From an optimization exercise on the open Yosys and OpenROAD flow, aimed at small area; shortcuts taken in it are not production practice.
RTL that was checked went through simulation tests only; none was proved equivalent to the original.
Power and IR drop assume default switching activity.

==> 11-13 <==
==> flow/design.v <==
package discardPkg;
  localparam int CHANNEL_COUNT = 4;
  localparam int CHANNEL_BITS = 2;
  localparam int WORD_BITS = 32;
  localparam int LENGTH_BITS = 8;
  localparam int RESERVED_BITS = WORD_BITS - CHANNEL_BITS - LENGTH_BITS;
  localparam int CREDIT_BITS = 7;
  localparam logic [CREDIT_BITS-1:0] CREDIT_MAX = 7'd64;
  localparam int COUNTER_BITS = 32;
  localparam int STAT_ADDR_BITS = 3;
  localparam logic STAT_KIND_PASSED = 1'b0;
  localparam logic STAT_KIND_DROPPED = 1'b1;
  typedef union packed {
    logic [WORD_BITS-1:0] raw;
    struct packed {
      logic [CHANNEL_BITS-1:0]  channel;
      logic [RESERVED_BITS-1:0] reserved;
      logic [LENGTH_BITS-1:0]   length;
    } header;
  } frameWord;
endpackage
`timescale 1ns/1ps
module discardStat (
  input  logic                                  CLK,
  input  logic                                  reset,
  input  logic [discardPkg::WORD_BITS-1:0]       inData,
  input  logic                                  inValid,
  input  logic                                  inSof,
  input  logic                                  inEof,
  input  logic [discardPkg::CHANNEL_COUNT-1:0]  creditReturn,
  output logic                                  outValid,
  output logic [discardPkg::CHANNEL_BITS-1:0]   outChannel,
  output logic [discardPkg::WORD_BITS-1:0]       outData,
  output logic                                  outSof,
  output logic                                  outEof,
  input  logic                                  statRead,
  input  logic [discardPkg::STAT_ADDR_BITS-1:0] statAddr,
  output logic                                  statValid,
  output logic [discardPkg::COUNTER_BITS-1:0]   statData,
  input  logic                                  statWrite,
  input  logic [discardPkg::COUNTER_BITS-1:0]   statWriteData
);
  localparam int NCH = discardPkg::CHANNEL_COUNT;
  localparam int CB  = discardPkg::CREDIT_BITS;
  localparam int NCNT = 2 * NCH;
  logic [NCH-1:0][CB-1:0] credit;
  logic [NCH-1:0][CB-1:0] creditAvail;
  logic [CB-1:0] selCredit;
  logic [CB+1:0] creditDiff;
  logic          inFits;
  logic          inHeader;
  assign inHeader = inValid && inSof;
  logic [NCH-1:0][CB:0] availCarry;
  always_comb begin
    for (int c = 0; c < NCH; c++) begin
      availCarry[c][0] = creditReturn[c];
      for (int i = 0; i < CB; i++) begin
        creditAvail[c][i]  = credit[c][i] ^ availCarry[c][i];
        availCarry[c][i+1] = credit[c][i] & availCarry[c][i];
      end
    end
  end
  assign selCredit = creditAvail[inData[31:30]];
  logic [CB+1:0] diffBorrow;
  always_comb begin
    diffBorrow[0] = 1'b0;
    for (int i = 0; i <= CB; i++) begin
      if (i < CB) begin
        creditDiff[i]   = selCredit[i] ^ inData[i] ^ diffBorrow[i];
        diffBorrow[i+1] = (!selCredit[i] & (inData[i] | diffBorrow[i]))
                        | (inData[i] & diffBorrow[i]);
      end else begin
        creditDiff[i]   = inData[i] ^ diffBorrow[i];
        diffBorrow[i+1] = inData[i] | diffBorrow[i];
      end
    end
    creditDiff[CB+1] = diffBorrow[CB+1];
  end
  assign inFits = !creditDiff[CB+1];
  logic [CB-1:0] creditLoad;
  assign creditLoad = reset ? discardPkg::CREDIT_MAX : creditDiff[CB-1:0];
  always_ff @(posedge CLK) begin
    for (int c = 0; c < NCH; c++) begin
      if (reset || (inHeader && inFits && inData[31:30] == c)) begin
        credit[c] <= creditLoad;
      end else begin
        credit[c] <= creditAvail[c];
      end
    end
  end
  logic [31:0] d1;
  logic        sof1, eof1, fits1, v1;
  logic        keepCur;
  logic        hdr1;
  logic        fwd1;
  always_ff @(posedge CLK) begin
    d1    <= inData;
    sof1  <= inSof;
    eof1  <= inEof;
    fits1 <= inFits;
    v1    <= inValid && !reset;
  end
  assign hdr1 = v1 && sof1;
  assign fwd1 = v1 && (sof1 ? fits1 : keepCur);
  always_ff @(posedge CLK) begin
    if (reset) begin
      keepCur <= 1'b0;
    end else if (hdr1) begin
      keepCur <= fits1;
    end
  end
  logic [31:0] d2;
  logic        sof2, eof2, v2;
  logic [1:0]  lastChannel;
  always_ff @(posedge CLK) begin
    d2     <= d1;
    sof2   <= sof1;
    eof2   <= eof1;
    v2     <= fwd1 && !reset;
    outData <= d2;
    outSof  <= sof2;
    outEof  <= eof2;
    outValid <= v2 && !reset;
    if (outValid && outSof) begin
      lastChannel <= outData[31:30];
    end
  end
  assign outChannel = outSof ? outData[31:30] : lastChannel;
  logic [NCNT-1:0][31:0] counter;
  logic [NCNT-1:0]       countInc;
  logic [NCNT-1:0]       countLoad;
  logic [31:0]           loadValue;
  assign loadValue = reset ? 32'd0 : statWriteData;
  always_comb begin
    for (int k = 0; k < NCNT; k++) begin
      countInc[k]  = hdr1 && d1[31:30] == k[2:1] && fits1 == !k[0];
      countLoad[k] = reset || (statWrite && statAddr == k[2:0]);
    end
  end
  logic [NCNT-1:0][31:0] countOnes;
  always_comb begin
    for (int k = 0; k < NCNT; k++) begin
      for (int i = 0; i < 32; i++) begin
        if (i == 0) begin
          countOnes[k][i] = 1'b1;
        end else if (i == 11) begin
          countOnes[k][i] = &counter[k][10:0];
        end else if (i == 22) begin
          countOnes[k][i] = &counter[k][21:0];
        end else begin
          countOnes[k][i] = countOnes[k][i-1] & counter[k][i-1];
        end
      end
    end
  end
  always_ff @(posedge CLK) begin
    for (int k = 0; k < NCNT; k++) begin
      if (countLoad[k]) begin
        counter[k] <= loadValue;
      end else begin
        counter[k] <= counter[k] ^ (countOnes[k] & {32{countInc[k]}});
      end
    end
  end
  logic [31:0] readValue;
  always_comb begin
    readValue = '0;
    for (int k = 0; k < NCNT; k++) begin
      readValue = readValue | (counter[k] & {32{statAddr == k[2:0]}});
    end
  end
  always_ff @(posedge CLK) begin
    statValid <= statRead && !reset;
    statData  <= readValue;
  end
endmodule
==> flow/flow/run.sh <==
#!/bin/bash
# The standard layout with two changes:
#  - synthesis is the standard synthesis, except that ABC maps the logic
#    with flow/abc_area.script (area-oriented mapping) instead of ORFS's
#    speed script; registers, their names and cell types are unchanged;
#  - every input and output port gets the smallest buffer (buf_1) instead of
#    the one buffer_ports picks by default.
# Each tool's output goes to the ORFS logs under orfs/logs; make's own output
# goes to standard_flow.log here.
set -euo pipefail
here=$(pwd)
export BUFFER_PORTS_ARGS="-buffer_cell sky130_fd_sc_hd__buf_1"
{
  head -n 1 synth_recipe.tcl
  cat <<TCL
proc abc {args} {
  set i [lsearch -exact \$args -script]
  if { \$i >= 0 } { lset args [expr { \$i + 1 }] $here/flow/abc_area.script }
  yosys abc {*}\$args
}
TCL
  tail -n +2 synth_recipe.tcl
} > area_synth.tcl
sed "s#SYNTH_SCRIPT=[^ ]*#SYNTH_SCRIPT=$here/area_synth.tcl#" standard.sh > area_standard.sh
grep -q "SYNTH_SCRIPT=$here/area_synth.tcl" area_standard.sh
bash area_standard.sh > standard_flow.log 2>&1
==> flow/flow/abc_area.script <==
strash
&get -n
&fraig -x
&put
scorr
dc2
strash
&get -n
&dch -f
&nf -R 1000
&put
buffer -c
upsize -c
dnsize -c
==> flow/standard.sh <==
#!/bin/bash
# synth_recipe.tcl (not shown) runs the flow's synth.tcl, then flattens the netlist and writes it again
# the make line also repeats each setting of config.mk as NAME=value (left out here)
make -C /OpenROAD-flow-scripts/flow DESIGN_CONFIG=/design/flow/config.mk WORK_HOME=/design/flow/orfs CLKGATE_MAP_FILE= SYNTH_SCRIPT=/design/flow/synth_recipe.tcl "${@:-finish}"
==> flow/config.mk <==
export PLATFORM = sky130hd
export DESIGN_NAME = discardStat
export DESIGN_NICKNAME = discardStat
export VERILOG_FILES = /design/flow/design.v
export SDC_FILE = /design/flow/constraint.sdc
export NUM_CORES = 4
export LEC_CHECK = 0
export CAP_MARGIN = 20
export CORE_MARGIN = 2
export CORE_UTILIZATION = 40
export CTS_BUF_LIST = sky130_fd_sc_hd__clkbuf_16
export CTS_CLUSTER_DIAMETER = 100
export CTS_CLUSTER_SIZE = 25
export GPL_TIMING_DRIVEN = 0
export SLEW_MARGIN = 20
==> flow/constraint.sdc <==
create_clock -name core_clock -period 5.0 [get_ports {CLK}]
set_input_delay 1.0000 -clock core_clock [delete_from_list [all_inputs] [get_ports {CLK}]]
set_output_delay 1.0000 -clock core_clock [all_outputs]
set_load 0.01 [all_outputs]
==> 12-26: changes against 11-13 <==
==> flow/design.v, changed modules only <==
module discardStat (
  input  logic                                  CLK,
  input  logic                                  reset,
  input  logic [discardPkg::WORD_BITS-1:0]       inData,
  input  logic                                  inValid,
  input  logic                                  inSof,
  input  logic                                  inEof,
  input  logic [discardPkg::CHANNEL_COUNT-1:0]  creditReturn,
  output logic                                  outValid,
  output logic [discardPkg::CHANNEL_BITS-1:0]   outChannel,
  output logic [discardPkg::WORD_BITS-1:0]       outData,
  output logic                                  outSof,
  output logic                                  outEof,
  input  logic                                  statRead,
  input  logic [discardPkg::STAT_ADDR_BITS-1:0] statAddr,
  output logic                                  statValid,
  output logic [discardPkg::COUNTER_BITS-1:0]   statData,
  input  logic                                  statWrite,
  input  logic [discardPkg::COUNTER_BITS-1:0]   statWriteData
);
  localparam int NCH = discardPkg::CHANNEL_COUNT;
  localparam int CB  = discardPkg::CREDIT_BITS;
  localparam int NCNT = 2 * NCH;
  logic [NCH-1:0][CB-1:0] credit;
  logic [NCH-1:0][CB-1:0] creditAvail;
  logic [CB-1:0] selCredit;
  logic [CB+1:0] creditDiff;
  logic          inFits;
  logic          inHeader;
  assign inHeader = inValid && inSof;
  always_comb begin
    for (int c = 0; c < NCH; c++) begin
      creditAvail[c] = credit[c] + {{(CB-1){1'b0}}, creditReturn[c]};
    end
  end
  assign selCredit  = creditAvail[inData[31:30]];
  assign creditDiff = {2'b00, selCredit} - {1'b0, inData[7:0]};
  assign inFits     = !creditDiff[CB+1];
  always_ff @(posedge CLK) begin
    for (int c = 0; c < NCH; c++) begin
      if (reset) begin
        credit[c] <= discardPkg::CREDIT_MAX;
      end else if (inHeader && inFits && inData[31:30] == c) begin
        credit[c] <= creditDiff[CB-1:0];
      end else begin
        credit[c] <= creditAvail[c];
      end
    end
  end
  logic [31:0] d1;
  logic        sof1, eof1, fits1, v1;
  logic        keepCur;
  logic        hdr1;
  logic        fwd1;
  always_ff @(posedge CLK) begin
    d1    <= inData;
    sof1  <= inSof;
    eof1  <= inEof;
    fits1 <= inFits;
    v1    <= inValid && !reset;
  end
  assign hdr1 = v1 && sof1;
  assign fwd1 = v1 && (sof1 ? fits1 : keepCur);
  always_ff @(posedge CLK) begin
    if (reset) begin
      keepCur <= 1'b0;
    end else if (hdr1) begin
      keepCur <= fits1;
    end
  end
  logic [31:0] d2;
  logic        sof2, eof2, v2;
  logic [1:0]  lastChannel;
  always_ff @(posedge CLK) begin
    d2     <= d1;
    sof2   <= sof1;
    eof2   <= eof1;
    v2     <= fwd1 && !reset;
    outData <= d2;
    outSof  <= sof2;
    outEof  <= eof2;
    outValid <= v2 && !reset;
    if (outValid && outSof) begin
      lastChannel <= outData[31:30];
    end
  end
  assign outChannel = outSof ? outData[31:30] : lastChannel;
  logic [NCNT-1:0][31:0] counter;
  logic [NCNT-1:0]       countInc;
  logic [NCNT-1:0]       countLoad;
  logic [31:0]           loadValue;
  assign loadValue = reset ? 32'd0 : statWriteData;
  always_comb begin
    for (int k = 0; k < NCNT; k++) begin
      countInc[k]  = hdr1 && d1[31:30] == k[2:1] && fits1 == !k[0];
      countLoad[k] = reset || (statWrite && statAddr == k[2:0]);
    end
  end
  logic [NCNT-1:0][32:0] countCarry;
  always_comb begin
    for (int k = 0; k < NCNT; k++) begin
      countCarry[k][0] = countInc[k];
      for (int i = 0; i < 32; i++) begin
        countCarry[k][i+1] = countCarry[k][i] & counter[k][i];
      end
    end
  end
  always_ff @(posedge CLK) begin
    for (int k = 0; k < NCNT; k++) begin
      if (countLoad[k]) begin
        counter[k] <= loadValue;
      end else begin
        counter[k] <= counter[k] ^ countCarry[k][31:0];
      end
    end
  end
  logic [31:0] readValue;
  always_comb begin
    readValue = '0;
    for (int k = 0; k < NCNT; k++) begin
      readValue = readValue | (counter[k] & {32{statAddr == k[2:0]}});
    end
  end
  always_ff @(posedge CLK) begin
    statValid <= statRead && !reset;
    statData  <= readValue;
  end
endmodule
==> flow/run.sh (new file) <==
#!/bin/bash
# synth_recipe.tcl (not shown) runs the flow's synth.tcl, then flattens the netlist and writes it again
# the make line also repeats each setting of config.mk as NAME=value (left out here)
make -C /OpenROAD-flow-scripts/flow DESIGN_CONFIG=/design/flow/config.mk WORK_HOME=/design/flow/orfs CLKGATE_MAP_FILE= SYNTH_SCRIPT=/design/flow/synth_recipe.tcl finish
- CTS_BUF_LIST: sky130_fd_sc_hd__clkbuf_16 -> default
- CTS_CLUSTER_DIAMETER: 100 -> default
- CTS_CLUSTER_SIZE: 25 -> default
- GPL_TIMING_DRIVEN: 0 -> default
removed: flow/flow/run.sh
removed: flow/flow/abc_area.script
removed: flow/standard.sh
==> 09-15: changes against 11-13 <==
--- a/flow/design.v
+++ b/flow/design.v
@@ -89,24 +89,29 @@
     end
   end
   logic [31:0] d1;
-  logic        sof1, eof1, fits1, v1;
+  logic        sof1, eof1, v1;
+  logic [NCNT-1:0] count1;
   logic        keepCur;
+  logic        pass1;
   logic        hdr1;
   logic        fwd1;
   always_ff @(posedge CLK) begin
     d1    <= inData;
     sof1  <= inSof;
     eof1  <= inEof;
-    fits1 <= inFits;
     v1    <= inValid && !reset;
+    for (int k = 0; k < NCNT; k++) begin
+      count1[k] <= !reset && inHeader && inData[31:30] == k[2:1] && inFits == !k[0];
+    end
   end
-  assign hdr1 = v1 && sof1;
-  assign fwd1 = v1 && (sof1 ? fits1 : keepCur);
+  assign pass1 = count1[0] || count1[2] || count1[4] || count1[6];
+  assign hdr1  = |count1;
+  assign fwd1  = pass1 || (v1 && !sof1 && keepCur);
   always_ff @(posedge CLK) begin
     if (reset) begin
       keepCur <= 1'b0;
     end else if (hdr1) begin
-      keepCur <= fits1;
+      keepCur <= pass1;
     end
   end
   logic [31:0] d2;
@@ -133,7 +138,7 @@
   assign loadValue = reset ? 32'd0 : statWriteData;
   always_comb begin
     for (int k = 0; k < NCNT; k++) begin
-      countInc[k]  = hdr1 && d1[31:30] == k[2:1] && fits1 == !k[0];
+      countInc[k]  = count1[k];
       countLoad[k] = reset || (statWrite && statAddr == k[2:0]);
     end
   end
==> flow/flow/abc_area.script (replaced) <==
strash
&get -n
&fraig -x
&put
scorr
dc2
strash
&get -n
&b
&dch -f
&nf -R 1000 -a
&put
- CTS_CLUSTER_DIAMETER: 100 -> 80
- CTS_CLUSTER_SIZE: 25 -> 28
==> 07-20: changes against 11-13 <==
--- a/flow/design.v
+++ b/flow/design.v
@@ -137,20 +137,21 @@
       countLoad[k] = reset || (statWrite && statAddr == k[2:0]);
     end
   end
-  logic [NCNT-1:0][31:0] countOnes;
+  logic [NCNT-1:0][32:0] countCarry;
   always_comb begin
     for (int k = 0; k < NCNT; k++) begin
       for (int i = 0; i < 32; i++) begin
         if (i == 0) begin
-          countOnes[k][i] = 1'b1;
+          countCarry[k][i] = countInc[k];
         end else if (i == 11) begin
-          countOnes[k][i] = &counter[k][10:0];
+          countCarry[k][i] = countInc[k] & (&counter[k][10:0]);
         end else if (i == 22) begin
-          countOnes[k][i] = &counter[k][21:0];
+          countCarry[k][i] = countInc[k] & (&counter[k][21:0]);
         end else begin
-          countOnes[k][i] = countOnes[k][i-1] & counter[k][i-1];
+          countCarry[k][i] = countCarry[k][i-1] & counter[k][i-1];
         end
       end
+      countCarry[k][32] = 1'b0;
     end
   end
   always_ff @(posedge CLK) begin
@@ -158,7 +159,7 @@
       if (countLoad[k]) begin
         counter[k] <= loadValue;
       end else begin
-        counter[k] <= counter[k] ^ (countOnes[k] & {32{countInc[k]}});
+        counter[k] <= counter[k] ^ countCarry[k][31:0];
       end
     end
   end
==> flow/flow/run.sh (replaced) <==
#!/bin/bash
# The standard layout, with the smallest buffer on every input and output port
# in place of the one buffer_ports picks by default.
set -euo pipefail
export BUFFER_PORTS_ARGS="-buffer_cell sky130_fd_sc_hd__buf_1"
bash standard.sh > standard_flow.log 2>&1
- CORE_UTILIZATION: 40 -> 60
- CTS_CLUSTER_DIAMETER: 100 -> 80
- CTS_CLUSTER_SIZE: 25 -> 30
- GPL_TIMING_DRIVEN: 0 -> default
removed: flow/flow/abc_area.script
==> qor summary <==
| metric | 12-26 | 11-13 | 09-15 | 07-20 |
|---|---|---|---|---|
| Relative max-transition margin | 28.7% | 19.1% | 35.4% | 32.7% |
| Tap cells | 615 | 532 | 518 | 402 |
| Critical-path top delay cell | sky130_fd_sc_hd__dfxtp_4 | sky130_fd_sc_hd__fa_1 | sky130_fd_sc_hd__fa_1 | sky130_fd_sc_hd__fa_1 |
| Leakage dissipation | 9.17 nW | 6.44 nW | 6.65 nW | 8.67 nW |
| Clock network power | 3.73 mW | 1.93 mW | 2.25 mW | 1.94 mW |
| Actual slew at the worst max-slew pin | 1.07 ns | 1.21 ns | 0.969 ns | 1.01 ns |
| Count of buffering cells on the critical path with inverters included | 0 | 2 | 2 | 3 |
| Routing usage on met3 | 3.76% | 5.37% | 3.64% | 2.71% |
| Dominant class by area | multi-input gates | registers | registers | multi-input gates |
| Routed WL per cell | 20.9 um | 26.2 um | 20.9 um | 19.2 um |
| Final setup skew | 0.0266 ns | 0.0199 ns | 0.0325 ns | 0.0200 ns |
| Final weighted congestion in routability-driven placement | 0.817 | 0.936 | 0.820 | 0.840 |
| Switching power share of the total | 24.8% | 26.7% | 25.3% | 24.5% |
| Outcome | finished with violations | timing/DRC/antenna clean | timing/DRC/antenna clean | timing/DRC/antenna clean |
| Layout check failures | setup timing | - | - | - |
| Site row count | 80 | 74 | 72 | 65 |
| Area of the die | 50500 um^2 | 43100 um^2 | 41200 um^2 | 33400 um^2 |
| Worst setup path category | reg -> reg | in -> reg | in -> reg | in -> reg |
| Number of buffers added by the clock tree synthesis step | 48 | 21 | 24 | 19 |
| Area fraction of the dominant cell type after synthesis | 43.6% | 51.2% | 54.5% | 44.3% |
| Number of instances resized during post-cts repair | 13 | 8 | 33 | 0 |
| NumNets Final | 2519 | 1925 | 1847 | 2370 |
Function not checked in 12-26: the RTL went through the layout flow alone.

[port drivers added, routing unchanged]
The flow's constraints put no driver on any port. The routed layouts listed below were extracted and timed again, unchanged, in two steps.
Step 1 sets driving cells, clkbuf_16 on the clock port and buf_2 on the other inputs (assumed; they add their load-dependent delay and slew).
Step 2 moves the port delays by t, midway between the first and last clock arrival at a register: inputs arrive t later, outputs are due t later. That takes back most of the time a late clock gives input paths.
Three values: ideal ports, drivers, drivers and shift; two values: the first two.
run | shift t [ns] | setup slack, ns | worst data-port slew with drivers (ns)
11-13 | 0.619 | 0.145 / 0.176 / -0.444 | 0.05
12-26 | 0.657 | -0.942 / -0.942 / -0.942 | 0.08
09-15 | 0.626 | 0.178 / 0.208 / -0.418 | 0.07
07-20 | 0.596 | 0.201 / 0.231 / -0.365 | 0.09
With both steps, setup timing fails in 11-13, 09-15 and 07-20, where it was met with ideal ports. For 09-15, which loses most, drivers alone change the setup slack by +0.030 ns; drivers and shift together by -0.596 ns.
